Background: an optimization exercise with open tools, aiming at a short achievable clock period, few clock cycles per item and low power. Do not read the settings as production practice.
Only simulation tests tie the RTL to the original design; equivalence was not proved.
Power is estimated from default activity; no workload was simulated.

[flow/config.mk]
export PLATFORM = sky130hd
export DESIGN_NAME = backend_top
export DESIGN_NICKNAME = backend_top
export VERILOG_FILES = /design/flow/design.v
export SDC_FILE = /design/flow/constraint.sdc
export NUM_CORES = 4
export LEC_CHECK = 0
export CAP_MARGIN = 20
export CORE_MARGIN = 2
export CORE_UTILIZATION = 55
export CTS_BUF_LIST = sky130_fd_sc_hd__clkbuf_16
export CTS_CLUSTER_DIAMETER = 100
export CTS_CLUSTER_SIZE = 25
export PLACE_DENSITY = 0.7
export SLEW_MARGIN = 20
[flow/constraint.sdc]
create_clock -name core_clock -period 12.0 [get_ports {clk_i}]
set_input_delay 2.4000 -clock core_clock [delete_from_list [all_inputs] [get_ports {clk_i}]]
set_output_delay 2.4000 -clock core_clock [all_outputs]
set_load 0.01 [all_outputs]
[flow/design.v]
`default_nettype none
package backend_pkg;
  typedef struct packed {
    logic [5-1:0] rd;
    logic                       use_rd;
    logic [32-1:0]   data;
  } commit_t;
  typedef struct packed {
    logic                       legal;     
    logic                       wr;        
    logic                       use_rs1;
    logic                       use_rs2;
    logic                       is_addi;
    logic                       is_mul;
    logic                       sel_sum;   
    logic                       sub;
    logic                       sel_and;
    logic                       sel_or;
    logic                       sel_xor;
    logic [5-1:0] rd;        
    logic [5-1:0] rs1;
    logic [5-1:0] rs2;
    logic [32-1:0]   imm;
  } decoded_instr_t;
endpackage
`default_nettype wire
`default_nettype none
module backend_decoder (
  input  logic [31:0]                 instr_i,
  output backend_pkg::decoded_instr_t decoded_o
);
  logic [6:0] opcode;
  logic [2:0] funct3;
  logic [6:0] funct7;
  logic       is_op;
  logic       f7_zero;
  logic       is_add;
  logic       is_sub;
  logic       is_and;
  logic       is_or;
  logic       is_xor;
  logic       is_mul;
  logic       is_addi;
  logic       legal;
  assign opcode = instr_i[6:0];
  assign funct3 = instr_i[14:12];
  assign funct7 = instr_i[31:25];
  assign is_op   = opcode == 7'b0110011;
  assign f7_zero = funct7 == 7'b0000000;
  assign is_add  = is_op && f7_zero && funct3 == 3'b000;
  assign is_sub  = is_op && funct7 == 7'b0100000 && funct3 == 3'b000;
  assign is_and  = is_op && f7_zero && funct3 == 3'b111;
  assign is_or   = is_op && f7_zero && funct3 == 3'b110;
  assign is_xor  = is_op && f7_zero && funct3 == 3'b100;
  assign is_mul  = is_op && funct7 == 7'b0000001 && funct3 == 3'b000;
  assign is_addi = opcode == 7'b0010011 && funct3 == 3'b000;
  assign legal   = is_add || is_sub || is_and || is_or || is_xor || is_mul || is_addi;
  always_comb begin
    decoded_o.legal   = legal;
    decoded_o.rd      = legal ? instr_i[11:7] : '0;
    decoded_o.wr      = legal && instr_i[11:7] != '0;
    decoded_o.rs1     = instr_i[19:15];
    decoded_o.rs2     = instr_i[24:20];
    decoded_o.use_rs1 = legal;
    decoded_o.use_rs2 = legal && !is_addi;
    decoded_o.is_addi = is_addi;
    decoded_o.is_mul  = is_mul;
    decoded_o.sel_sum = is_add || is_sub || is_addi;
    decoded_o.sub     = is_sub;
    decoded_o.sel_and = is_and;
    decoded_o.sel_or  = is_or;
    decoded_o.sel_xor = is_xor;
    decoded_o.imm     = {{(32 - 12){instr_i[31]}}, instr_i[31:20]};
  end
endmodule
`default_nettype wire
`default_nettype none
module backend_reg_file (
  input  logic                       clk_i,
  input  logic [5-1:0] raddr_a_i,
  input  logic [5-1:0] raddr_b_i,
  output logic [32-1:0]   rdata_a_o,
  output logic [32-1:0]   rdata_b_o,
  input  logic                       we_i,
  input  logic [5-1:0] waddr_i,
  input  logic [32-1:0]   wdata_i
);
  logic [32-1:1][32-1:0] regs_q;
  logic [32-1:0][32-1:0] regs_all;
  for (genvar r = 1; r < 32; r++) begin : g_reg
    always_ff @(posedge clk_i) begin
      if (we_i && waddr_i == r) begin
        regs_q[r] <= wdata_i;
      end
    end
  end
  assign regs_all  = {regs_q, {32{1'b0}}};
  assign rdata_a_o = regs_all[raddr_a_i];
  assign rdata_b_o = regs_all[raddr_b_i];
endmodule
`default_nettype wire
`default_nettype none
module backend_multiplier (
  input  logic [32-1:0] operand_a_i,
  input  logic [32/2-1:0] one_i,
  input  logic [32/2-1:0] two_i,
  input  logic [32/2-1:0] neg_i,
  output logic [32-1:0] row0_o,
  output logic [32-1:0] row1_o,
  output logic [32-1:0] row2_o,
  output logic [32-1:0] row3_o,
  output logic [1:0]               top_o
);
  localparam int W = 32;
  localparam int L = W - 1;   
  function automatic [L-1:0] csa_s(input [L-1:0] x, input [L-1:0] y, input [L-1:0] z);
    csa_s = x ^ y ^ z;
  endfunction
  function automatic [L-1:0] csa_c(input [L-1:0] x, input [L-1:0] y, input [L-1:0] z);
    csa_c = ((x & y) | (x & z) | (y & z)) << 1;
  endfunction
  function automatic csa_o(input [L-1:0] x, input [L-1:0] y, input [L-1:0] z);
    csa_o = (x[L-1] & y[L-1]) | (x[L-1] & z[L-1]) | (y[L-1] & z[L-1]);
  endfunction
  logic [16:0][W-1:0] pp;
  logic [11:0][L-1:0] l1;
  logic [7:0][L-1:0]  l2;
  logic [5:0][L-1:0]  l3;
  logic [3:0][L-1:0]  l4;
  logic [4:0]         o1;
  logic [3:0]         o2;
  logic [1:0]         o3;
  logic [1:0]         o4;
  logic [W-1:0]       negs;
  logic [16:0]        pp_top;
  for (genvar j = 0; j < W / 2; j++) begin : g_pp
    logic [W-1:0] m;
    assign m       = ({W{one_i[j]}} & operand_a_i) | ({W{two_i[j]}} & (operand_a_i << 1));
    assign pp[j]   = (m ^ {W{neg_i[j]}}) << (2 * j);
    assign negs[2*j]   = neg_i[j];
    assign negs[2*j+1] = 1'b0;
  end
  assign pp[16] = negs;
  for (genvar j = 0; j < 17; j++) begin : g_top
    assign pp_top[j] = pp[j][W-1];
  end
  for (genvar g = 0; g < 5; g++) begin : g_l1
    assign l1[2*g]   = csa_s(pp[3*g][L-1:0], pp[3*g+1][L-1:0], pp[3*g+2][L-1:0]);
    assign l1[2*g+1] = csa_c(pp[3*g][L-1:0], pp[3*g+1][L-1:0], pp[3*g+2][L-1:0]);
    assign o1[g]     = csa_o(pp[3*g][L-1:0], pp[3*g+1][L-1:0], pp[3*g+2][L-1:0]);
  end
  assign l1[10] = pp[15][L-1:0];
  assign l1[11] = pp[16][L-1:0];
  for (genvar g = 0; g < 4; g++) begin : g_l2
    assign l2[2*g]   = csa_s(l1[3*g], l1[3*g+1], l1[3*g+2]);
    assign l2[2*g+1] = csa_c(l1[3*g], l1[3*g+1], l1[3*g+2]);
    assign o2[g]     = csa_o(l1[3*g], l1[3*g+1], l1[3*g+2]);
  end
  for (genvar g = 0; g < 2; g++) begin : g_l3
    assign l3[2*g]   = csa_s(l2[3*g], l2[3*g+1], l2[3*g+2]);
    assign l3[2*g+1] = csa_c(l2[3*g], l2[3*g+1], l2[3*g+2]);
    assign o3[g]     = csa_o(l2[3*g], l2[3*g+1], l2[3*g+2]);
  end
  assign l3[4] = l2[6];
  assign l3[5] = l2[7];
  for (genvar g = 0; g < 2; g++) begin : g_l4
    assign l4[2*g]   = csa_s(l3[3*g], l3[3*g+1], l3[3*g+2]);
    assign l4[2*g+1] = csa_c(l3[3*g], l3[3*g+1], l3[3*g+2]);
    assign o4[g]     = csa_o(l3[3*g], l3[3*g+1], l3[3*g+2]);
  end
  assign row0_o = {^{pp_top, o1}, l4[0]};
  assign row1_o = {o4[0], l4[1]};
  assign row2_o = {o4[1], l4[2]};
  assign row3_o = {o3[0], l4[3]};
  assign top_o  = {o3[1], ^o2};
endmodule
`default_nettype wire
`default_nettype none
module backend_booth_encoder (
  input  logic                       enable_i,
  input  logic [32-1:0]   b_i,
  output logic [32/2-1:0] one_o,
  output logic [32/2-1:0] two_o,
  output logic [32/2-1:0] neg_o
);
  logic [32:0] b_ext;
  assign b_ext = {b_i, 1'b0};
  for (genvar j = 0; j < 32 / 2; j++) begin : g_digit
    logic [2:0] bits;
    assign bits     = b_ext[2*j+2:2*j];
    assign one_o[j] = enable_i && (bits[1] ^ bits[0]);
    assign two_o[j] = enable_i && ((bits == 3'b100) || (bits == 3'b011));
    assign neg_o[j] = enable_i && bits[2];
  end
endmodule
`default_nettype wire
`default_nettype none
module backend_issue (
  input  logic                       clk_i,
  input  logic                       rst_ni,
  input  logic                       fetch_valid_i,
  output logic                       fetch_ready_o,
  input  logic [31:0]                fetch_instr_i,
  input  logic                       issue_i,      
  input  logic                       id_wr_i,      
  input  logic [5-1:0] id_rd_i,
  input  logic                       id_is_mul_i,
  output logic                       valid_o,
  output logic [31:0]                instr_o
);
  logic        hv_q;
  logic [31:0] h_q;
  logic        busy_q;     
  logic        h_load;
  logic        next_stalls;
  backend_pkg::decoded_instr_t next;
  backend_decoder next_decoder_inst (
    .instr_i   (fetch_instr_i),
    .decoded_o (next)
  );
  assign next_stalls = id_wr_i && (id_is_mul_i || next.is_mul) &&
                       ((next.use_rs1 && next.rs1 == id_rd_i) ||
                        (next.use_rs2 && next.rs2 == id_rd_i));
  assign fetch_ready_o = !busy_q;
  assign h_load        = !hv_q || issue_i;
  always_ff @(posedge clk_i or negedge rst_ni) begin
    if (!rst_ni) begin
      hv_q    <= 1'b0;
      busy_q  <= 1'b0;
    end else begin
      if (h_load) begin
        hv_q <= fetch_valid_i && !busy_q;
      end
      busy_q  <= issue_i && fetch_valid_i && next_stalls;
    end
  end
  always_ff @(posedge clk_i) begin
    if (h_load) begin
      h_q <= fetch_instr_i;
    end
  end
  assign valid_o = hv_q;
  assign instr_o = h_q;
endmodule
`default_nettype wire
`default_nettype none
module backend_commit (
  input  logic                       clk_i,
  input  logic                       rst_ni,
  input  logic                       valid_i,
  input  logic [5-1:0] rd_i,
  input  logic                       use_rd_i,
  input  logic                       wr_i,
  input  logic [32-1:0]   row0_i,
  input  logic [32-1:0]   row1_i,
  input  logic [32-1:0]   row2_i,
  input  logic [32-1:0]   row3_i,
  input  logic [1:0]                 top_i,      
  output logic [32-1:0]   result_o,
  output logic                       valid_o,
  output logic                       wr_o,
  output logic [5-1:0] rd_o,
  output logic [32-1:0]   data_o,
  output logic                       commit_valid_o,
  output backend_pkg::commit_t       commit_o
);
  logic [32-1:0] row0;
  logic [32-1:0] s1;
  logic [32-1:0] c1;
  logic [32-1:0] s;
  logic [32-1:0] c;
  logic                     cv_q;
  logic                     wr_q;
  logic                     use_rd_q;
  logic [5-1:0] rd_q;
  logic [32-1:0] data_q;
  assign row0 = {row0_i[32-1] ^ top_i[1] ^ top_i[0], row0_i[32-2:0]};
  assign s1   = row1_i ^ row2_i ^ row3_i;
  assign c1   = ((row1_i & row2_i) | (row1_i & row3_i) | (row2_i & row3_i)) << 1;
  assign s    = row0 ^ s1 ^ c1;
  assign c    = ((row0 & s1) | (row0 & c1) | (s1 & c1)) << 1;
  always_ff @(posedge clk_i or negedge rst_ni) begin
    if (!rst_ni) begin
      cv_q <= 1'b0;
    end else begin
      cv_q <= valid_i;
    end
  end
  always_ff @(posedge clk_i) begin
    wr_q     <= wr_i;
    use_rd_q <= use_rd_i;
    rd_q     <= rd_i;
    data_q   <= result_o;
  end
  assign result_o = s + c;
  assign valid_o = cv_q;
  assign wr_o    = cv_q && wr_q;
  assign rd_o    = rd_q;
  assign data_o  = data_q;
  assign commit_valid_o  = cv_q;
  assign commit_o.rd     = rd_q;
  assign commit_o.use_rd = use_rd_q;
  assign commit_o.data   = data_q;
endmodule
`default_nettype wire
`default_nettype none
module backend_top (
  input  logic        clk_i,
  input  logic        rst_ni,
  input  logic        fetch_valid_i,
  output logic        fetch_ready_o,
  input  logic [31:0] fetch_instr_i,
  output logic        commit_valid_o,
  output logic [37:0] commit_o
);
  localparam int W  = 32;
  localparam int AW = 5;
  backend_pkg::commit_t commit_s;
  assign commit_o = commit_s;
  logic        id_valid;
  logic [31:0] id_instr;
  logic        id_consume;
  backend_pkg::decoded_instr_t dec;
  backend_issue fetch_inst (
    .clk_i         (clk_i),
    .rst_ni        (rst_ni),
    .fetch_valid_i (fetch_valid_i),
    .fetch_ready_o (fetch_ready_o),
    .fetch_instr_i (fetch_instr_i),
    .issue_i       (id_consume),
    .id_wr_i       (dec.wr),
    .id_rd_i       (dec.rd),
    .id_is_mul_i   (dec.is_mul),
    .valid_o       (id_valid),
    .instr_o       (id_instr)
  );
  backend_decoder decoder_inst (
    .instr_i   (id_instr),
    .decoded_o (dec)
  );
  logic [W-1:0]  rdata_a;
  logic [W-1:0]  rdata_b;
  logic          c_valid;
  logic          c_wr;
  logic [AW-1:0] c_rd;
  logic [W-1:0]  c_data;
  backend_reg_file reg_file_inst (
    .clk_i     (clk_i),
    .raddr_a_i (dec.rs1),
    .raddr_b_i (dec.rs2),
    .rdata_a_o (rdata_a),
    .rdata_b_o (rdata_b),
    .we_i      (c_wr),
    .waddr_i   (c_rd),
    .wdata_i   (c_data)
  );
  logic          ex_valid_q;
  logic          ex_wr_q;
  logic          ex_use_rd_q;
  logic [AW-1:0] ex_rd_q;
  logic          ex_is_mul_q;
  logic          ex_sel_sum_q;
  logic          ex_sub_q;
  logic          ex_sel_and_q;
  logic          ex_sel_or_q;
  logic          ex_sel_xor_q;
  logic [W-1:0]  ex_a_q;
  logic [W-1:0]  ex_b_q;
  logic [W/2-1:0] ex_one_q;
  logic [W/2-1:0] ex_two_q;
  logic [W/2-1:0] ex_neg_q;
  logic          ex_a_fm_q;    
  logic          ex_b_fm_q;
  logic          mx_valid_q;
  logic          mx_wr_q;
  logic          mx_use_rd_q;
  logic [AW-1:0] mx_rd_q;
  logic [W-1:0]  mx_row0_q;
  logic [W-1:0]  mx_row1_q;
  logic [W-1:0]  mx_row2_q;
  logic [W-1:0]  mx_row3_q;
  logic [1:0]    mx_top_q;
  logic [W-1:0]  mx_result;
  logic a_in_ex, a_in_mx, a_in_c;
  logic b_in_ex, b_in_mx, b_in_c;
  logic stall;
  logic issue;
  logic [W-1:0] b_val;
  logic [W/2-1:0] id_one;
  logic [W/2-1:0] id_two;
  logic [W/2-1:0] id_neg;
  assign b_val = b_in_mx ? mx_result : b_in_c ? c_data : rdata_b;
  backend_booth_encoder booth_inst (
    .enable_i (dec.is_mul),
    .b_i      (b_val),
    .one_o    (id_one),
    .two_o    (id_two),
    .neg_o    (id_neg)
  );
  assign a_in_ex = ex_valid_q && ex_wr_q && ex_rd_q == dec.rs1;
  assign a_in_mx = mx_valid_q && mx_wr_q && mx_rd_q == dec.rs1;
  assign a_in_c  = c_valid    && c_wr    && c_rd    == dec.rs1;
  assign b_in_ex = ex_valid_q && ex_wr_q && ex_rd_q == dec.rs2;
  assign b_in_mx = mx_valid_q && mx_wr_q && mx_rd_q == dec.rs2;
  assign b_in_c  = c_valid    && c_wr    && c_rd    == dec.rs2;
  assign stall = (ex_is_mul_q || dec.is_mul) &&
                 ((dec.use_rs1 && a_in_ex) || (dec.use_rs2 && b_in_ex));
  assign issue      = id_valid && !stall;
  assign id_consume = issue;
  always_ff @(posedge clk_i or negedge rst_ni) begin
    if (!rst_ni) begin
      ex_valid_q <= 1'b0;
    end else begin
      ex_valid_q <= issue;
    end
  end
  always_ff @(posedge clk_i) begin
    ex_wr_q      <= dec.wr;
    ex_use_rd_q  <= dec.legal;
    ex_rd_q      <= dec.rd;
    ex_is_mul_q  <= dec.is_mul;
    ex_sel_sum_q <= dec.sel_sum;
    ex_sub_q     <= dec.sub;
    ex_sel_and_q <= dec.sel_and;
    ex_sel_or_q  <= dec.sel_or;
    ex_sel_xor_q <= dec.sel_xor;
    ex_a_q       <= a_in_mx ? mx_result : a_in_c ? c_data : rdata_a;
    ex_a_fm_q    <= a_in_ex;
    ex_one_q     <= id_one;
    ex_two_q     <= id_two;
    ex_neg_q     <= id_neg;
    if (dec.is_addi) begin
      ex_b_q    <= dec.imm;
      ex_b_fm_q <= 1'b0;
    end else begin
      ex_b_q    <= b_val;
      ex_b_fm_q <= b_in_ex;
    end
  end
  logic [W-1:0] op_a;
  logic [W-1:0] op_b;
  logic [W-1:0] sum;
  logic [W:0]   sum_ext;
  logic [W-1:0] alu_result;
  logic [W-1:0] mul_row0;
  logic [W-1:0] mul_row1;
  logic [W-1:0] mul_row2;
  logic [W-1:0] mul_row3;
  logic [1:0]   mul_top;
  assign op_a = ex_a_fm_q ? mx_row0_q : ex_a_q;
  assign op_b = ex_b_fm_q ? mx_row0_q : ex_b_q;
  assign sum_ext = {op_a, 1'b1} + {op_b ^ {W{ex_sub_q}}, ex_sub_q};
  assign sum     = sum_ext[W:1];
  assign alu_result = ({W{ex_sel_sum_q}} & sum)
                    | ({W{ex_sel_and_q}} & (op_a & op_b))
                    | ({W{ex_sel_or_q}}  & (op_a | op_b))
                    | ({W{ex_sel_xor_q}} & (op_a ^ op_b));
  backend_multiplier multiplier_inst (
    .operand_a_i (ex_a_q),
    .one_i       (ex_one_q),
    .two_i       (ex_two_q),
    .neg_i       (ex_neg_q),
    .row0_o      (mul_row0),
    .row1_o      (mul_row1),
    .row2_o      (mul_row2),
    .row3_o      (mul_row3),
    .top_o       (mul_top)
  );
  always_ff @(posedge clk_i or negedge rst_ni) begin
    if (!rst_ni) begin
      mx_valid_q <= 1'b0;
    end else begin
      mx_valid_q <= ex_valid_q;
    end
  end
  always_ff @(posedge clk_i) begin
    mx_wr_q     <= ex_wr_q;
    mx_use_rd_q <= ex_use_rd_q;
    mx_rd_q     <= ex_rd_q;
    mx_row0_q   <= mul_row0 | alu_result;
    mx_row1_q   <= mul_row1;
    mx_row2_q   <= mul_row2;
    mx_row3_q   <= mul_row3;
    mx_top_q    <= mul_top;
  end
  backend_commit commit_inst (
    .clk_i          (clk_i),
    .rst_ni         (rst_ni),
    .valid_i        (mx_valid_q),
    .rd_i           (mx_rd_q),
    .use_rd_i       (mx_use_rd_q),
    .wr_i           (mx_wr_q),
    .row0_i         (mx_row0_q),
    .row1_i         (mx_row1_q),
    .row2_i         (mx_row2_q),
    .row3_i         (mx_row3_q),
    .top_i          (mx_top_q),
    .result_o       (mx_result),
    .valid_o        (c_valid),
    .wr_o           (c_wr),
    .rd_o           (c_rd),
    .data_o         (c_data),
    .commit_valid_o (commit_valid_o),
    .commit_o       (commit_s)
  );
endmodule
`default_nettype wire
[flow/flow/run.sh]
#!/bin/bash
set -e
export SETUP_SLACK_MARGIN=8.4
export BUFFER_PORTS_ARGS="-buffer_cell sky130_fd_sc_hd__buf_4"
bash standard.sh > standard_flow.log 2>&1
[flow/standard.sh]
#!/bin/bash
# synth_recipe.tcl (not shown) runs the flow's synth.tcl, then flattens the netlist and writes it again
# the make line also repeats each setting of config.mk as NAME=value (left out here)
make -C /OpenROAD-flow-scripts/flow DESIGN_CONFIG=/design/flow/config.mk WORK_HOME=/design/flow/orfs CLKGATE_MAP_FILE= SYNTH_SCRIPT=/design/flow/synth_recipe.tcl "${@:-finish}"
==> results of run 1 <==
kinds of logic after synthesis:
group,count (synthesis),synth area share
buf+inv,712,0.0394
mux,782,0.210
flops,1293,0.503
fa+ha+maj,417,0.0932
xor+xnor,420,0.0512
simple gates,473,0.0296
compound gates,786,0.0734
where the power goes:
part	internal [mW]	switching, mW	total (mW)
clock network	0.967	1.49	2.45
registers	4.76	0.0104	4.77
logic	0.186	0.230	0.416
layer usage:
metal / GRT usage / vias up
met5: 0 / -
met4: 0.156 / 6
met3: 0.0815 / 744
met2: 0.547 / 3680
met1: 0.482 / 24600
li1: - / 18900
metrics by stage:
| step | total power, mW | cells | utilization | area, um2 | hold WS (ns) |
|---|---|---|---|---|---|
| after floorplan | 5.13 | 4883 | - | 72000 | 0.310 |
| after global placement | 5.23 | 6457 | 0.575 | 74500 | 0.312 |
| after detailed placement | 5.23 | 6457 | 0.575 | 74500 | 0.312 |
| after CTS | 7.62 | 6765 | 0.625 | 81100 | 0.335 |
| after global routing | 7.81 | 6840 | 0.641 | 83200 | 0.358 |
| final | 7.64 | 6842 | 0.642 | 83200 | 0.336 |
path summary, 6_finish.rpt:
path                            cells after the start                          end  slack [ns]
worst max-delay path                                2                 commit_o[16]        8.22
worst min-delay path                                0          mx_use_rd_q$_DFF_P_        0.34
worst max register to register                     11        mx_row0_q[14]$_DFF_P_        8.28
worst min register to register                      0          mx_use_rd_q$_DFF_P_        0.34
max in group asynchronous                           1   commit_inst.cv_q$_DFF_PN0_       10.45
min in group asynchronous                           1  fetch_inst.busy_q$_DFF_PN0_        1.44
worst max-delay path: cells and delay by family, from the launching register on:
| kind | cells | cell delay, ns |
|---|---|---|
| buffers and inverters | 2 | 0.26 |
| DFF | 1 | 0.37 |
sequential cells by signal, indices dropped and copies added (netlist names), 23 cells and up:
| register | count |
|---|---|
| mx_row0_q | 32 |
| mx_row1_q | 26 |
| ex_b_q | 32 |
| mx_row2_q | 23 |
| commit_inst.data_q | 32 |
| reg_file_inst.regs_q | 992 |
| ex_a_q | 32 |
| fetch_inst.h_q | 32 |
final cells by class:
cell class | count | area [um2]
antenna | 2 | 5.00
clock buffer | 62 | 1550
clock inverter | 53 | 307
fill | 9014 | 46500
inverter | 333 | 1250
multi-input combinational | 2878 | 34800
sequential | 1293 | 36500
tap | 1742 | 2180
timing repair buffer | 479 | 6660
repair_timing:
item,4_1_cts,5_1_grt
cloned,54,13
buffers inserted,139,61
setup endpoints to repair,216,113
gates resized for setup,500,289
pin swaps,51,139
hold endpoints to repair,0,0
cells in the mapped netlist, drive strengths merged, types with 17 or more instances:
master and n:
buf 146, mux4 575, a211oi 18, mux2 65
xnor2 221, ha 219, a21o 35, a31oi 17
a21oi 139, and2 24, a22oi 262, nand2 202
clkbuf 233, edfxtp 1024, nand4 19, dfxtp 264
xor2 199, nand3 22, mux2i 142, a22o 64
fa 198, inv 333, nor2 126, o21ai 177
o211ai 22
==> flow_metrics.env, run 1 <==
export IMPL_route_met2_wl_um=110000
export IMPL_syn_to_final_growth_pct=15.6
export IMPL_min_path_type="flip-flop to flip-flop"
export IMPL_fin_crit_sh=0.315
export IMPL_peakVddDrop_uv=132
export IMPL_synth_edf_count=1024
export IMPL_fin_crit_ns=3.78
export IMPL_grt_pass1_vias=46700
export IMPL_antenna_found_initial=5
export IMPL_tightest_slew_ns=1.10
export IMPL_num_nets_final=5498
export IMPL_cts_root_buf="clkbuf_16"
export IMPL_p_leak_nw=26.5
export IMPL_clock_sinks=1293
export IMPL_end_kind="primary output"
export IMPL_async_flop_share=0.00387
export IMPL_met3WireLength_um=31700
export IMPL_layout_common_cells="edfxtp_1, mux4_2, inv_1, buf_4, xnor2_1"
export IMPL_die_x_um=366
export IMPL_wl_met1_um=84800
export IMPL_fp_dieH_um=366
export IMPL_synth_area_per_cell_um2=14.7
export IMPL_cp_cell_sequence="buf_12 > buf_6"
export IMPL_crit_type="flip-flop to primary output"
export IMPL_path_clk_slew_ns=0.10
export IMPL_netlist_area_mm2=0.0719
export IMPL_ys_ff_latch=1293
export IMPL_core_area_mm2=0.130
export IMPL_status="complete, no violations"
export IMPL_rows=132
export IMPL_port_buffers=74
export IMPL_grt_max_degree=128
export IMPL_die_area_mm2=0.134
export IMPL_drtAntennaViolNets=0
export IMPL_finClkSkew_ns=0.0698
export IMPL_post_route_worst_setup_slack_ns=8.22
export IMPL_powerDensity_mw_per_mm2=91.8
export IMPL_worstReg2RegStart="ex_a_q[4]$_DFF_P_"
export IMPL_layout_commonest_cell="edfxtp_1"
export IMPL_vias_per_cell=7.01
export IMPL_slew_violations=0
export IMPL_synth_area_leaders="edfxtp_1, mux4_2, dfxtp_1"
export IMPL_dr_max_layer_used="met5"
export IMPL_synthCells=4883
export IMPL_yosysWarnings=6
export IMPL_max_freq_mhz=265
export IMPL_cts_tree="yes"
export IMPL_slowest_delay_ns=0.37
export IMPL_ctsHtreeMaxLevel=2
export IMPL_start_kind="flip-flop"
export IMPL_relSlewSlack=0.268
export IMPL_finalSetupViolations=0
export IMPL_wl_per_cell_um=35.1
export IMPL_critPathLaunch="commit_inst.data_q[16]$_DFF_P_"
export IMPL_cp_max_fo=2
export IMPL_synth_ff_type="edfxtp_1"
export IMPL_drtIter0Drc=7694
export IMPL_final_hold_viol_count=0
export IMPL_overflow=0
export IMPL_hpwl_um=126000
export IMPL_num_io_pins=75
export IMPL_grtUsageTotal=0.353
export IMPL_holdCritStartpoint="ex_use_rd_q$_DFF_P_"
export IMPL_vias=48000
export IMPL_drc=0
export IMPL_setup_tns_final_ns=0
export IMPL_cts_buffers=61
export IMPL_ctsHoldBuffers=0
export IMPL_drv_cap=0
export IMPL_clock_latency_ns=0.75
export IMPL_start_util=0.555
export IMPL_crit_slowest_cell="dfxtp_4"
export IMPL_cp_arrival_ns=1.38
export IMPL_grt_pass1_wl_um=336000
export IMPL_ys_seq_area_frac=0.503
export IMPL_pre_cts_slack_ns=6.84
export IMPL_cts_buffer_depth=3
export IMPL_drt_total_wl_um=240000
export IMPL_first_pass_iters=7
export IMPL_rsz0062_at_grt="true"
export IMPL_layout_drive_gt1_share=0.320
export IMPL_yosysTopAreaCell="edfxtp_1"
export IMPL_ys_types=75
export IMPL_required_ns=9.60
export IMPL_post_synth_top_area_fraction=0.427
export IMPL_synthesis_nets=5335
export IMPL_routabilityCongestion=0.928
Testbench counts, summed over its fixed seeds: cycles 25,512, instructions 24,248.
==> run 2: changes to the inputs <==
==> flow/flow/run.sh (replaced) <==
#!/bin/bash
set -e
export SETUP_SLACK_MARGIN=9.0
export BUFFER_PORTS_ARGS="-buffer_cell sky130_fd_sc_hd__buf_4"
bash standard.sh > standard_flow.log 2>&1
==> flow_metrics.env, run 2 <==
export IMPL_synth_area_leaders="edfxtp_1, mux4_2, dfxtp_1"
export IMPL_yosysWarnings=6
export IMPL_tightest_slew_ns=1.13
export IMPL_first_pass_iters=6
export IMPL_num_nets_final=5758
export IMPL_synth_adder_area_share=0.0932
export IMPL_cp_max_fo=4
export IMPL_clock_sinks=1293
export IMPL_die_area_mm2=0.134
export IMPL_powerDensity_mw_per_mm2=89.5
export IMPL_min_path_type="flip-flop to flip-flop"
export IMPL_grt_pass1_wl_um=366000
export IMPL_relSlewSlack=0.244
export IMPL_path_clk_slew_ns=0.10
export IMPL_ctsHtreeMaxLevel=3
export IMPL_synth_area_per_cell_um2=14.7
export IMPL_synthMuxAreaShare=0.210
export IMPL_max_freq_mhz=263
export IMPL_drtAntennaViolNets=0
export IMPL_post_synth_top_area_fraction=0.427
export IMPL_cts_tree="yes"
export IMPL_synth_top_family_by_area="multiplexers"
export IMPL_cts_buffers=66
export IMPL_wl_per_cell_um=37.6
export IMPL_synth_ff_type="edfxtp_1"
export IMPL_final_util=0.681
export IMPL_ys_types=75
export IMPL_use_met1=0.493
export IMPL_synth_compound_area_frac=0.0734
export IMPL_yosysTopAreaCell="edfxtp_1"
export IMPL_netlist_area_mm2=0.0719
export IMPL_layout_common_cells="edfxtp_1, mux4_2, buf_4, inv_1, xnor2_1"
export IMPL_cts_buffer_depth=3
export IMPL_grt_pass1_vias=49200
export IMPL_drt_total_wl_um=267000
export IMPL_drv_cap=0
export IMPL_end_kind="flip-flop"
export IMPL_async_flop_share=0.00387
export IMPL_whs_ns=0.334
export IMPL_layout_commonest_cell="edfxtp_1"
export IMPL_setup_tns_final_ns=0
export IMPL_hpwl_um=128000
export IMPL_required_ns=12.56
export IMPL_crit_type="flip-flop to flip-flop"
export IMPL_grt_met2_usage=0.583
export IMPL_drtIter0Drc=7780
export IMPL_rows=132
export IMPL_grtUsageTotal=0.391
export IMPL_finalSetupViolations=0
export IMPL_syn_to_final_growth_pct=22.8
export IMPL_critPathLaunch="mx_row1_q[6]$_DFF_P_"
export IMPL_fin_crit_ns=3.80
export IMPL_grt_util_met3=0.130
export IMPL_routabilityCongestion=0.982
export IMPL_layout_drive_gt1_share=0.413
export IMPL_synth_simple_area_share=0.0296
export IMPL_finClkSkew_ns=0.0463
export IMPL_start_kind="flip-flop"
export IMPL_slew_violations=0
export IMPL_vias_per_cell=7.11
export IMPL_fp_dieH_um=366
export IMPL_port_buffers=74
export IMPL_die_x_um=366
export IMPL_cp_arrival_ns=4.36
export IMPL_drc=0
export IMPL_antenna_found_initial=10
export IMPL_grt_max_degree=68
export IMPL_yosys_top_cells_count="edfxtp_1, mux4_2, inv_1, dfxtp_1, a22oi_1"
export IMPL_num_io_pins=75
export IMPL_peakVddDrop_uv=144
export IMPL_core_area_mm2=0.130
export IMPL_rsz0062_at_grt="true"
export IMPL_final_hold_viol_count=0
export IMPL_largest_reg_flops=992
export IMPL_ctsHoldBuffers=0
export IMPL_synthCells=4883
export IMPL_ys_ff_latch=1293
export IMPL_top_register="reg_file_inst.regs_q"
export IMPL_synth_most_common_cell="edfxtp_1"
export IMPL_vias=50500
export IMPL_cts_root_buf="clkbuf_16"
export IMPL_p_leak_nw=28.3
export IMPL_ys_seq_area_frac=0.503
export IMPL_fin_crit_sh=0.316
export IMPL_clock_latency_ns=0.70
export IMPL_top_usage_layer="met2"
export IMPL_synthesis_nets=5335
export IMPL_start_util=0.555
export IMPL_synth_xor_area_frac=0.0512
export IMPL_synth_edf_count=1024
export IMPL_holdCritStartpoint="mx_use_rd_q$_DFF_P_"
export IMPL_worstReg2RegStart="mx_row1_q[6]$_DFF_P_"
export IMPL_overflow=0
export IMPL_status="complete, no violations"
==> run 2: cell counts after synthesis <==
Identical to the previous run, type by type.
==> run 2: path summary, 6_finish.rpt <==
| check | endpoint | slack, ns | depth (start not counted) |
|---|---|---|---|
| max | ex_two_q[13]$_DFF_P_ | 8.20 | 18 |
| min | commit_inst.use_rd_q$_DFF_P_ | 0.33 | 0 |
| max reg2reg | ex_two_q[13]$_DFF_P_ | 8.20 | 18 |
| min reg2reg | commit_inst.use_rd_q$_DFF_P_ | 0.33 | 0 |
| max in group asynchronous | ex_valid_q$_DFF_PN0_ | 10.38 | 1 |
| min in group asynchronous | fetch_inst.busy_q$_DFF_PN0_ | 1.49 | 1 |
==> run 2: area by class of cell <==
cell class,instances,area [um2]
inverter,333,1270
antenna,3,7.51
timing repair buffer,733,9870
sequential,1293,36500
clock inverter,48,313
clock buffer,69,1730
multi-input combinational,2878,36500
tap,1742,2180
timing repair inverter,1,8.76
fill,8210,41300
==> run 2: repair_timing <==
action,in CTS,in global routing
gates resized for setup,901,277
cloned,87,15
setup buffers,293,133
endpoints found under the setup margin,329,271
pin swaps,262,177
==> run 2: logic make-up (layout without fill, tap and decap cells) <==
| kind of cell | after synthesis | count (layout) |
|---|---|---|
| adder cells (fa/ha/maj) | 417 | 417 |
| other | 0 | 3 |
| AND/OR/NAND/NOR | 473 | 473 |
| multiplexers | 782 | 782 |
| buffers and inverters | 712 | 1184 |
| AO/OA/AOI/OAI | 786 | 786 |
| flip-flops | 1293 | 1293 |
| XOR/XNOR | 420 | 420 |
==> run 2: critical path, cell delays in order, from the launching register on <==
cell and delay, ns:
dfxtp_4 0.38, ha_4 0.12, inv_2 0.03, fa_2 0.52, inv_2 0.05, ha_4 0.28, nand3_4 0.07, o211ai_1 0.23
buf_4 0.19, nand4b_1 0.22, and2_4 0.23, a221o_1 0.37, and2_4 0.18, o311ai_4 0.27, buf_6 0.18, inv_2 0.04
ha_2 0.15, mux2i_1 0.12, nor2_1 0.06
==> run 2: per-stage QoR <==
step           instance area [um2]  cells  power, mW  worst slack, ns
6_report                     88300   7100       7.90             8.20
5_1_grt                      88300   7098       8.07             8.14
4_1_cts                      85800   6949       7.85             8.27
3_5_place_dp                 75200   6452       5.23             7.23
3_3_place_gp                 75200   6451       5.23             6.39
2_1_floorplan                73600   4883       5.13             8.17
==> run 2: metal layers <==
metal / part of all wire / up-vias
li1: - / 19500
met1: 0.33 / 25700
met2: 0.44 / 4293
met3: 0.15 / 1044
met4: 0.082 / 6
met5: 0.00013 / -
==> run 2: power by group <==
part	switching, mW	total, mW	internal, mW
Clock	1.53	2.61	1.08
Sequential	0.0108	4.77	4.76
Combinational	0.278	0.528	0.250
==> run 3: changes to the inputs <==
==> flow/flow/run.sh (replaced) <==
#!/bin/bash
set -e
export SETUP_SLACK_MARGIN=8.4
export BUFFER_PORTS_ARGS="-buffer_cell sky130_fd_sc_hd__buf_4"
bash standard.sh > standard_flow.log 2>&1
--- a/flow/config.mk
+++ b/flow/config.mk
@@ -9,3 +9,3 @@
 export CORE_MARGIN = 2
-export CORE_UTILIZATION = 55
+export CORE_UTILIZATION = 65
 export CTS_BUF_LIST = sky130_fd_sc_hd__clkbuf_16
@@ -13,3 +13,3 @@
 export CTS_CLUSTER_SIZE = 25
-export PLACE_DENSITY = 0.7
+export PLACE_DENSITY = 0.8
 export SLEW_MARGIN = 20
==> flow_metrics.env, run 3 <==
export IMPL_status="complete, no violations"
export IMPL_drv_cap=0
export IMPL_powerDensity_mw_per_mm2=91.6
export IMPL_yosysWarnings=6
export IMPL_crit_slowest_cell="mux4_2"
export IMPL_start_kind="flip-flop"
export IMPL_synth_edf_count=1024
export IMPL_setup_tns_final_ns=0
export IMPL_yosysTopAreaCell="edfxtp_1"
export IMPL_port_buffers=74
export IMPL_grt_max_degree=100
export IMPL_use_met1=0.550
export IMPL_async_flop_share=0.00387
export IMPL_finClkSkew_ns=0.0528
export IMPL_wl_per_cell_um=41.7
export IMPL_routabilityCongestion=0.962
export IMPL_vias_per_cell=7.98
export IMPL_cts_tree="yes"
export IMPL_ys_types=75
export IMPL_ctsHoldBuffers=0
export IMPL_slew_violations=0
export IMPL_synthCells=4883
export IMPL_clock_sinks=1293
export IMPL_fin_cells=6643
export IMPL_fillers=5845
export IMPL_cp_arrival_ns=4.51
export IMPL_path_clk_slew_ns=0.10
export IMPL_tightest_slew_ns=1.20
export IMPL_drtIter0Drc=10700
export IMPL_netlist_area_mm2=0.0719
export IMPL_layout_drive_gt1_share=0.332
export IMPL_synth_ff_type="edfxtp_1"
export IMPL_layout_commonest_cell="edfxtp_1"
export IMPL_slowest_delay_ns=0.70
export IMPL_drc=0
export IMPL_end_kind="flip-flop"
export IMPL_grt_pass1_vias=50900
export IMPL_vias=53000
export IMPL_relSlewSlack=0.198
export IMPL_drtAntennaViolNets=0
export IMPL_ctsHtreeMaxLevel=2
export IMPL_largest_reg_flops=992
export IMPL_crit_type="flip-flop to flip-flop"
export IMPL_antenna_found_initial=14
export IMPL_grtUsageTotal=0.453
export IMPL_synth_most_common_cell="edfxtp_1"
export IMPL_num_io_pins=75
export IMPL_required_ns=12.63
export IMPL_final_hold_viol_count=0
export IMPL_synthesis_nets=5335
export IMPL_num_nets_final=5551
export IMPL_synth_area_per_cell_um2=14.7
export IMPL_cp_max_fo=12
export IMPL_fp_dieH_um=337
export IMPL_die_area_mm2=0.113
export IMPL_grt_util_met3=0.182
export IMPL_first_pass_iters=8
export IMPL_synth_area_leaders="edfxtp_1, mux4_2, dfxtp_1"
export IMPL_cp_cell_sequence="buf_4 > buf_4 > buf_16 > mux4_2 > mux4_2 > mux2i_1 > nand2_1 > o21ai_0 > nand2_1 > o21ai_2 > inv_1 > ha_2 > mux2i_1 > nor2_1"
export IMPL_core_area_mm2=0.110
export IMPL_yosys_top_cells_count="edfxtp_1, mux4_2, inv_1, dfxtp_1, a22oi_1"
export IMPL_cts_root_buf="clkbuf_16"
export IMPL_fin_crit_ns=3.88
export IMPL_layout_common_cells="edfxtp_1, mux4_2, inv_1, buf_4, xnor2_1"
export IMPL_start_util=0.653
export IMPL_rows=122
export IMPL_placed_cells=6203
export IMPL_cts_buffer_depth=3
export IMPL_p_leak_nw=26.8
export IMPL_syn_to_final_growth_pct=15.9
export IMPL_grt_pass1_wl_um=362000
export IMPL_post_synth_top_area_fraction=0.427
export IMPL_fin_crit_sh=0.323
export IMPL_overflow=0
export IMPL_drt_total_wl_um=277000
export IMPL_min_path_type="flip-flop to flip-flop"
export IMPL_rsz0062_at_grt="true"
export IMPL_post_route_worst_setup_slack_ns=8.12
export IMPL_top_usage_layer="met2"
export IMPL_ys_seq_area_frac=0.503
export IMPL_clock_latency_ns=0.78
export IMPL_pre_cts_slack_ns=7.09
export IMPL_finalSetupViolations=0
export IMPL_max_freq_mhz=258
export IMPL_peakVddDrop_uv=130
export IMPL_top_register="reg_file_inst.regs_q"
export IMPL_cts_buffers=59
export IMPL_grt_met2_usage=0.661
export IMPL_hpwl_um=128000
export IMPL_die_x_um=337
export IMPL_ys_ff_latch=1293
-- run 3: changes by cell type in the layout (fill, tap and decap cells not counted), moves of 23 or more --
cell,change
buf_4,-68
a21oi_1,+27
nor2_1,+24
a21oi_2,-23
a22oi_1,+61
inv_2,-28
fa_2,-34
buf_12,-23
buf_16,-24
buf_6,-78
inv_1,+37
fa_1,+34
ha_1,+35
a22oi_2,-61
-- run 3: stage by stage --
stage	util	hold slack, ns	power (mW)	instance area [um2]
finish	0.756	0.334	7.64	83400
global route	0.756	0.338	7.73	83300
CTS	0.735	0.339	7.50	81000
detailed placement	0.673	0.315	5.22	74200
global placement	0.673	0.311	5.22	74200
floorplan	-	0.310	5.13	72000
-- run 3: final timing paths --
path,from,endpoint,slack [ns],depth (start not counted)
worst max-delay path,fetch_inst.h_q[20]$_DFFE_PP_,ex_two_q[15]$_DFF_P_,8.12,14
worst min-delay path,mx_use_rd_q$_DFF_P_,commit_inst.use_rd_q$_DFF_P_,0.33,0
worst max register to register,fetch_inst.h_q[20]$_DFFE_PP_,ex_two_q[15]$_DFF_P_,8.12,14
worst min register to register,mx_use_rd_q$_DFF_P_,commit_inst.use_rd_q$_DFF_P_,0.33,0
max in group asynchronous,rst_ni,mx_valid_q$_DFF_PN0_,10.45,1
min in group asynchronous,rst_ni,ex_valid_q$_DFF_PN0_,1.44,1
-- run 3: metal layers --
metal | vias to the layer above | wire (um)
li1 | 19000 | -
met1 | 25600 | 80100
met2 | 6278 | 116000
met3 | 2046 | 50200
met4 | 20 | 29900
met5 | - | 289
-- run 3: repair_timing --
item,CTS,global route
pin swaps,99,136
resized for setup,537,299
setup buffers,160,86
cloned,57,18
setup endpoints to repair,232,130
-- run 3: kinds of logic (layout without fill, tap and decap cells) --
logic type | Yosys count | count (layout) | synth area share
AOI/OAI and AO/OA | 786 | 786 | 0.0734
xor gates and xnor gates | 420 | 420 | 0.0512
adders and majority gates | 417 | 417 | 0.0932
buffers and inverters | 712 | 979 | 0.0394
DFF | 1293 | 1293 | 0.503
muxes | 782 | 782 | 0.210
other | 0 | 5 | 0
and+or+nand+nor | 473 | 473 | 0.0296
-- run 3: cell type report --
type                       instances  area [um2]  area share
multi-input combinational       2878       34900       0.418
antenna                            5        12.5    0.000150
tap                             1488        1860      0.0223
inverter                         333        1250      0.0150
clock buffer                      60        1500      0.0180
clock inverter                    52         254     0.00305
sequential                      1293       36400       0.437
timing repair buffer             534        7150      0.0858
-- run 3: power breakdown --
part | switching (mW) | internal (mW) | leakage [nW] | total (mW)
combinational | 0.253 | 0.189 | 16.2 | 0.442
clock | 1.50 | 0.928 | 1.01 | 2.43
sequential | 0.0122 | 4.76 | 9.54 | 4.77
-- run 3: critical path, delay by kind of cell (launching register included) --
family / cells / cell delay, ns
muxes: 4 / 1.61
buffers and inverters: 4 / 0.83
DFF: 1 / 0.49
AOI/OAI and AO/OA: 2 / 0.32
and+or+nand+nor: 3 / 0.29
adders and majority gates: 1 / 0.19
==> run 4: changes to the inputs <==
==> flow/run.sh (new file) <==
#!/bin/bash
# synth_recipe.tcl (not shown) runs the flow's synth.tcl, then flattens the netlist and writes it again
# the make line also repeats each setting of config.mk as NAME=value (left out here)
make -C /OpenROAD-flow-scripts/flow DESIGN_CONFIG=/design/flow/config.mk WORK_HOME=/design/flow/orfs CLKGATE_MAP_FILE= SYNTH_SCRIPT=/design/flow/synth_recipe.tcl finish
--- a/flow/config.mk
+++ b/flow/config.mk
@@ -9,3 +9,3 @@
 export CORE_MARGIN = 2
-export CORE_UTILIZATION = 65
+export CORE_UTILIZATION = 55
 export CTS_BUF_LIST = sky130_fd_sc_hd__clkbuf_16
@@ -13,3 +13,4 @@
 export CTS_CLUSTER_SIZE = 25
-export PLACE_DENSITY = 0.8
+export PLACE_DENSITY = 0.7
+export SETUP_SLACK_MARGIN = 5
 export SLEW_MARGIN = 20
removed: flow/flow/run.sh
removed: flow/standard.sh
==> flow_metrics.env, run 4 <==
export IMPL_overflow=0
export IMPL_drtAntennaViolNets=0
export IMPL_cp_cell_sequence="buf_4 > buf_12 > buf_4 > mux2_2 > a22o_1 > mux4_2 > mux2i_1 > nand2_1 > o21ai_1 > nand2_1 > o21ai_1 > inv_1 > ha_1 > mux2i_1 > nor2_1"
export IMPL_cp_max_fo=87
export IMPL_worstReg2RegStart="fetch_inst.h_q[21]$_DFFE_PP_"
export IMPL_total_power_mw=7.47
export IMPL_grtUsageTotal=0.314
export IMPL_yosysWarnings=6
export IMPL_clock_sinks=1293
export IMPL_setup_tns_final_ns=0
export IMPL_power_frac_clock=0.314
export IMPL_whs_ns=0.343
export IMPL_holdCritStartpoint="mx_use_rd_q$_DFF_P_"
export IMPL_placed_cells=6459
export IMPL_placed_cell_area_mm2=0.0747
export IMPL_ys_ff_latch=1293
export IMPL_p_sw_mw=1.64
export IMPL_fin_crit_sh=0.406
export IMPL_die_area_mm2=0.134
export IMPL_vias_per_cell=6.77
export IMPL_drc=0
export IMPL_num_io_pins=75
export IMPL_seqPwrFrac=0.640
export IMPL_layout_common_cells="edfxtp_1, mux4_2, inv_1, a22oi_1, dfxtp_1"
export IMPL_p_leak_nw=23.7
export IMPL_max_freq_mhz=205
export IMPL_layout_commonest_cell="edfxtp_1"
export IMPL_path_clk_slew_ns=0.10
export IMPL_peakVddDrop_uv=141
export IMPL_first_pass_iters=6
export IMPL_post_synth_top_area_fraction=0.427
export IMPL_r2r_end="ex_two_q[4]$_DFF_P_"
export IMPL_relSlewSlack=0.266
export IMPL_holdPathEnd="commit_inst.use_rd_q$_DFF_P_"
export IMPL_core_area_mm2=0.130
export IMPL_cts_tree="yes"
export IMPL_netlist_area_mm2=0.0719
export IMPL_ctsHoldBuffers=0
export IMPL_start_kind="flip-flop"
export IMPL_internal_power_mw=5.83
export IMPL_antenna_found_initial=3
export IMPL_routabilityCongestion=0.941
export IMPL_cts_buffer_depth=3
export IMPL_slew_violations=0
export IMPL_final_hold_viol_count=0
export IMPL_yosysTopAreaCell="edfxtp_1"
export IMPL_finClkSkew_ns=0.0355
export IMPL_drtIter0Drc=5876
export IMPL_drt_total_wl_um=207000
export IMPL_r2r_slack_ns=7.12
export IMPL_yosys_top_cells_count="edfxtp_1, mux4_2, inv_1, dfxtp_1, a22oi_1"
export IMPL_crit_type="flip-flop to flip-flop"
export IMPL_ys_types=75
export IMPL_fp_dieH_um=366
export IMPL_synthesis_nets=5335
export IMPL_min_path_cells=0
export IMPL_num_nets_final=5231
export IMPL_syn_to_final_growth_pct=6.29
export IMPL_cts_buffers=59
export IMPL_layout_drive_gt1_share=0.194
export IMPL_tightest_slew_ns=1.10
export IMPL_end_kind="flip-flop"
export IMPL_min_path_type="flip-flop to flip-flop"
export IMPL_synthCells=4883
export IMPL_grt_pass1_vias=44500
export IMPL_synth_most_common_cell="edfxtp_1"
export IMPL_largest_reg_flops=992
export IMPL_vias=44500
export IMPL_hpwl_um=128000
export IMPL_wl_per_cell_um=31.5
export IMPL_drv_cap=0
export IMPL_ys_seq_area_frac=0.503
export IMPL_rows=132
export IMPL_slowest_delay_ns=0.87
export IMPL_async_flop_share=0.00387
export IMPL_start_util=0.555
export IMPL_cp_arrival_ns=5.46
export IMPL_post_cts_buffers=0
export IMPL_synth_area_leaders="edfxtp_1, mux4_2, dfxtp_1"
export IMPL_p_comb_frac=0.046
export IMPL_ctsHtreeMaxLevel=2
export IMPL_clock_latency_ns=0.71
export IMPL_grt_pass1_wl_um=305000
export IMPL_final_area_mm2=0.0765
export IMPL_crit_slowest_cell="buf_4"
export IMPL_cts_resized_gates=0
export IMPL_fin_cells=6571
export IMPL_grt_max_degree=139
export IMPL_cts_root_buf="clkbuf_16"
export IMPL_status="complete, no violations"
export IMPL_power_share_switching=0.219
export IMPL_port_buffers=74
export IMPL_top_register="reg_file_inst.regs_q"
export IMPL_fin_crit_ns=4.88
export IMPL_synth_ff_type="edfxtp_1"
export IMPL_finalSetupViolations=0
export IMPL_synth_area_per_cell_um2=14.7
export IMPL_synth_edf_count=1024
export IMPL_rsz0062_at_grt="false"
export IMPL_fillers=9816
export IMPL_reg2reg_depth=15
export IMPL_powerDensity_mw_per_mm2=97.7
export IMPL_die_x_um=366
export IMPL_required_ns=12.58
[run 4: cell counts after synthesis]
No cell type changed its count.
[run 4: layout make-up]
| class | count | area (um2) | share of cell area |
|---|---|---|---|
| flip-flops and latches | 1293 | 36200 | 0.473 |
| multi-input cells | 2878 | 33200 | 0.434 |
| well taps | 1742 | 2180 | 0.0285 |
| repair buffers | 214 | 1890 | 0.0248 |
| clock buffers | 59 | 1480 | 0.0193 |
| inverters | 333 | 1250 | 0.0163 |
| clock inverters | 51 | 265 | 0.00347 |
| diodes | 1 | 2.50 | 0.0000327 |
[run 4: worst max-delay path by stage]
stage | start | to | slack [ns]
floorplan | ex_neg_q[1]$_DFF_P_ | mx_row0_q[18]$_DFF_P_ | 8.02
global placement | fetch_inst.h_q[20]$_DFFE_PP_ | ex_two_q[11]$_DFF_P_ | 7.30
detailed placement | fetch_inst.h_q[21]$_DFFE_PP_ | ex_two_q[4]$_DFF_P_ | 7.24
CTS | commit_inst.data_q[29]$_DFF_P_ | commit_o[29] | 6.84
global route | fetch_inst.h_q[20]$_DFFE_PP_ | ex_two_q[15]$_DFF_P_ | 6.92
finish | fetch_inst.h_q[21]$_DFFE_PP_ | ex_two_q[4]$_DFF_P_ | 7.12
[run 4: cell families after synthesis]
family / after synthesis / synth area share
flip-flops: 1293 / 0.503
AO/OA/AOI/OAI: 786 / 0.0734
AND/OR/NAND/NOR: 473 / 0.0296
XOR/XNOR: 420 / 0.0512
buffers and inverters: 712 / 0.0394
multiplexers: 782 / 0.210
adder cells (fa/ha/maj): 417 / 0.0932
[run 4: metrics by stage]
stage                util  setup WS, ns
floorplan               -          8.02
global placement    0.576          7.30
detailed placement  0.576          7.24
CTS                 0.589          6.84
finish              0.590          7.12
global route        0.590          6.92
[run 4: per-layer routing]
metal	vias to the layer above	track usage	part of all wire
li1	18400	-	-
met1	23000	0.444	0.39
met2	2678	0.491	0.46
met3	449	0.0553	0.10
met4	0	0.121	0.044
met5	-	0	0
[run 4: power groups by stage]
stage | logic (mW) | clock network (mW) | registers [mW]
2_1_floorplan | 0.248 | 0 | 4.88
3_5_place_dp | 0.342 | 0 | 4.88
5_1_grt | 0.361 | 2.52 | 4.78
6_report | 0.342 | 2.34 | 4.78
3_3_place_gp | 0.342 | 0 | 4.88
4_1_cts | 0.344 | 2.37 | 4.78
[run 4: worst max-delay path: cells and delay by family, from the launching register on]
kind / cells / cell delay [ns]
multiplexers: 4 / 1.28
AND/OR/NAND/NOR: 3 / 0.26
AO/OA/AOI/OAI: 3 / 0.67
adder cells (fa/ha/maj): 1 / 0.18
buffers and inverters: 4 / 1.82
flip-flops: 1 / 0.33
==> run 5: changes to the inputs <==
--- a/flow/design.v
+++ b/flow/design.v
@@ -370,3 +370,2 @@
   logic [W/2-1:0] ex_two_q;
-  logic [W/2-1:0] ex_neg_q;
   logic          ex_a_fm_q;    
@@ -390,3 +389,4 @@
   logic [W/2-1:0] id_two;
-  logic [W/2-1:0] id_neg;
+  logic [W/2-1:0] id_neg;       
+  logic [W/2-1:0] ex_neg;
   assign b_val = b_in_mx ? mx_result : b_in_c ? c_data : rdata_b;
@@ -430,3 +430,2 @@
     ex_two_q     <= id_two;
-    ex_neg_q     <= id_neg;
     if (dec.is_addi) begin
@@ -457,2 +456,5 @@
                     | ({W{ex_sel_xor_q}} & (op_a ^ op_b));
+  for (genvar j = 0; j < W / 2; j++) begin : g_neg
+    assign ex_neg[j] = ex_is_mul_q && ex_b_q[2*j+1];
+  end
   backend_multiplier multiplier_inst (
@@ -461,3 +463,3 @@
     .two_i       (ex_two_q),
-    .neg_i       (ex_neg_q),
+    .neg_i       (ex_neg),
     .row0_o      (mul_row0),
==> flow/flow/run.sh (new file) <==
#!/bin/bash
set -e
export SETUP_SLACK_MARGIN=8.4
export BUFFER_PORTS_ARGS="-buffer_cell sky130_fd_sc_hd__buf_4"
bash standard.sh > standard_flow.log 2>&1
==> flow/standard.sh (new file) <==
#!/bin/bash
# synth_recipe.tcl (not shown) runs the flow's synth.tcl, then flattens the netlist and writes it again
# the make line also repeats each setting of config.mk as NAME=value (left out here)
make -C /OpenROAD-flow-scripts/flow DESIGN_CONFIG=/design/flow/config.mk WORK_HOME=/design/flow/orfs CLKGATE_MAP_FILE= SYNTH_SCRIPT=/design/flow/synth_recipe.tcl "${@:-finish}"
--- a/flow/config.mk
+++ b/flow/config.mk
@@ -14,3 +14,2 @@
 export PLACE_DENSITY = 0.7
-export SETUP_SLACK_MARGIN = 5
 export SLEW_MARGIN = 20
removed: flow/run.sh
==> flow_metrics.env, run 5 <==
export IMPL_status="complete, no violations"
export IMPL_powerDensity_mw_per_mm2=91.0
export IMPL_cts_root_buf="clkbuf_16"
export IMPL_cp_cell_sequence="fa_2 > inv_2 > fa_2 > inv_2 > ha_4 > a21o_1 > a21o_1 > a21o_1 > a21o_1 > a21oi_2 > o311a_1 > nor3_2 > xor2_1 > buf_4 > o21ai_4 > inv_2 > ha_2 > mux2i_1 > nor2_1"
export IMPL_start_kind="flip-flop"
export IMPL_worstReg2RegStart="mx_row3_q[21]$_DFF_P_"
export IMPL_fp_dieH_um=364
export IMPL_crit_slowest_cell="fa_2"
export IMPL_slowest_delay_ns=0.57
export IMPL_overflow=0
export IMPL_r2r_slack_ns=8.14
export IMPL_wl_per_cell_um=34.7
export IMPL_port_buffers=74
export IMPL_netlist_area_mm2=0.0714
export IMPL_layout_commonest_cell="edfxtp_1"
export IMPL_die_x_um=364
export IMPL_total_power_mw=7.58
export IMPL_rsz0062_at_grt="true"
export IMPL_peakVddDrop_uv=142
export IMPL_antenna_found_initial=7
export IMPL_cp_max_fo=3
export IMPL_num_nets_final=5487
export IMPL_synth_edf_count=1024
export IMPL_synth_ff_type="edfxtp_1"
export IMPL_drtAntennaViolNets=0
export IMPL_final_hold_viol_count=0
export IMPL_die_area_mm2=0.133
export IMPL_synth_area_leaders="edfxtp_1, mux4_2, dfxtp_1"
export IMPL_ys_ff_latch=1277
export IMPL_num_io_pins=75
export IMPL_fin_crit_sh=0.322
export IMPL_max_freq_mhz=259
export IMPL_cts_buffers=60
export IMPL_grt_max_degree=75
export IMPL_ys_seq_area_frac=0.502
export IMPL_synthesis_nets=5288
export IMPL_finClkSkew_ns=0.101
export IMPL_min_path_type="flip-flop to flip-flop"
export IMPL_grt_pass1_wl_um=337000
export IMPL_grtUsageTotal=0.356
export IMPL_cts_tree="yes"
export IMPL_start_util=0.553
export IMPL_fin_cells=6830
export IMPL_hpwl_um=129000
export IMPL_top_register="reg_file_inst.regs_q"
export IMPL_synth_most_common_cell="edfxtp_1"
export IMPL_async_flop_share=0.00392
export IMPL_grt_pass1_vias=47500
export IMPL_ys_types=76
export IMPL_yosysWarnings=6
export IMPL_drt_total_wl_um=237000
export IMPL_crit_type="flip-flop to flip-flop"
export IMPL_yosys_top_cells_count="edfxtp_1, mux4_2, inv_1, xnor2_1, clkbuf_1"
export IMPL_clock_sinks=1277
export IMPL_synthCells=4836
export IMPL_path_clk_slew_ns=0.11
export IMPL_rows=132
export IMPL_fin_crit_ns=3.86
export IMPL_crit_top_cell="a21o_1"
export IMPL_relSlewSlack=0.281
export IMPL_layout_common_cells="edfxtp_1, mux4_2, inv_1, buf_4, a22oi_1"
export IMPL_setup_tns_final_ns=0
export IMPL_drtIter0Drc=6991
export IMPL_cts_buffer_depth=3
export IMPL_ctsHtreeMaxLevel=2
export IMPL_finalSetupViolations=0
export IMPL_syn_to_final_growth_pct=16.7
export IMPL_critPathLaunch="mx_row3_q[21]$_DFF_P_"
export IMPL_post_synth_top_area_fraction=0.430
export IMPL_holdCritStartpoint="ex_use_rd_q$_DFF_P_"
export IMPL_vias=47700
export IMPL_clock_latency_ns=0.77
export IMPL_routabilityCongestion=0.930
export IMPL_p_leak_nw=26.9
export IMPL_required_ns=12.64
export IMPL_yosysTopAreaCell="edfxtp_1"
export IMPL_end_kind="flip-flop"
export IMPL_drc=0
export IMPL_layout_drive_gt1_share=0.317
export IMPL_tightest_slew_ns=1.08
export IMPL_cp_arrival_ns=4.50
export IMPL_placed_cells=6437
export IMPL_core_area_mm2=0.129
export IMPL_largest_reg_flops=992
export IMPL_slew_violations=0
export IMPL_first_pass_iters=8
export IMPL_vias_per_cell=6.98
export IMPL_drv_cap=0
export IMPL_synth_area_per_cell_um2=14.8
==> run 5: area by class of cell <==
type | count | area [um2]
repair buffers | 501 | 6760
multi-input cells | 2846 | 35200
well taps | 1742 | 2180
fillers | 8990 | 45800
diodes | 2 | 5.00
flip-flops and latches | 1277 | 36000
clock inverters | 53 | 342
clock buffers | 60 | 1500
inverters | 349 | 1310
==> run 5: critical path, delay by kind of cell (launching register included) <==
family                     cells  cell delay, ns
DFF                            1            0.34
buffers and inverters          4            0.31
xor gates and xnor gates       1            0.14
muxes                          1            0.13
and+or+nand+nor                2            0.10
adders and majority gates      4            1.48
AOI/OAI and AO/OA              7            1.28
==> run 5: stage by stage <==
step / area (um2) / worst slack, ns / util / hold WS [ns]
floorplan: 71500 / 8.10 / - / 0.310
global placement: 74300 / 6.89 / 0.575 / 0.313
detailed placement: 74300 / 6.86 / 0.575 / 0.317
CTS: 82100 / 8.18 / 0.636 / 0.332
global route: 83400 / 8.01 / 0.645 / 0.339
finish: 83400 / 8.14 / 0.646 / 0.333
==> run 5: final timing paths <==
| check | end | cells past startpoint |
|---|---|---|
| min in group asynchronous | commit_inst.cv_q$_DFF_PN0_ | 1 |
| hold reg to reg | mx_use_rd_q$_DFF_P_ | 0 |
| hold / removal | mx_use_rd_q$_DFF_P_ | 0 |
| setup reg to reg | ex_two_q[14]$_DFF_P_ | 19 |
| max in group asynchronous | fetch_inst.busy_q$_DFF_PN0_ | 1 |
| setup / recovery | ex_two_q[14]$_DFF_P_ | 19 |
==> run 5: kinds of logic (layout without fill, tap and decap cells) <==
family,after synthesis,in the layout,share of synthesized area
compound gates,779,779,0.0746
mux,784,784,0.211
simple gates,437,442,0.0281
other cells,0,2,0
fa+ha+maj,417,417,0.0939
buf+inv,718,963,0.0383
xor+xnor,424,424,0.0520
flops,1277,1277,0.502
==> run 5: repair_timing <==
action | 4_1_cts | 5_1_grt
gates cloned | 56 | 7
hold buffers | 0 | 0
pin swaps | 126 | 95
gates resized for setup | 645 | 181
setup endpoints to repair | 230 | 145
setup buffers | 174 | 41
==> run 5: metal layers <==
| layer | up-vias | routed length [um] | GRT usage | part of all wire |
|---|---|---|---|---|
| li1 | 18900 | - | - | - |
| met1 | 24500 | 84700 | 0.479 | 0.36 |
| met2 | 3534 | 107000 | 0.542 | 0.45 |
| met3 | 751 | 29400 | 0.0845 | 0.12 |
| met4 | 4 | 15400 | 0.186 | 0.065 |
| met5 | - | 29 | 0 | 0.00012 |
==> run 5: power breakdown <==
part	total, mW	leakage (nW)	internal (mW)	switching, mW
logic	0.430	16.4	0.194	0.236
clock network	2.43	1.04	0.942	1.48
registers	4.73	9.46	4.71	0.0138
total	7.58	26.9	5.85	1.73
Testbench counts of run 5, summed over its fixed seeds: cycles 25,512, instructions 24,248.

==> what the ideal ports hide <==
The flow's constraints put no driver on any port. The routed layouts listed below were extracted and timed again, unchanged, in two steps. Step 1 sets driving cells, clkbuf_16 on the clock port and buf_2 on the other inputs (assumed; they add their load-dependent delay and slew). Step 2 times the ports against the registers' clock, not the clock port: input delays grow and output delays shrink by t, the midpoint of the rising clock arrivals with the driver on. Slacks: no drivers / after step 1 / after step 2; pairs: no drivers / after step 1.
| run | t (ns) | slack for setup (ns) | latest minus earliest clock arrival (ns) | pins driven straight from the clock port |
|---|---|---|---|---|
| run 1 | 0.797 | 8.220 / 8.138 / 7.811 | 0.070 / 0.069 | 1 |
| run 2 | 0.750 | 8.204 / 8.198 / 7.842 | 0.047 / 0.047 | 1 |
| run 3 | 0.831 | 8.121 / 8.078 / 7.724 | 0.062 / 0.062 | 1 |
| run 4 | 0.780 | 7.123 / 7.123 / 7.123 | 0.039 / 0.038 | 1 |
| run 5 | 0.798 | 8.141 / 8.123 / 7.811 | 0.103 / 0.103 | 1 |
After both steps every run listed still meets setup and hold. The setup slack of run 1, which loses most, moves by -0.082 ns with the drivers and by -0.409 ns with both steps.
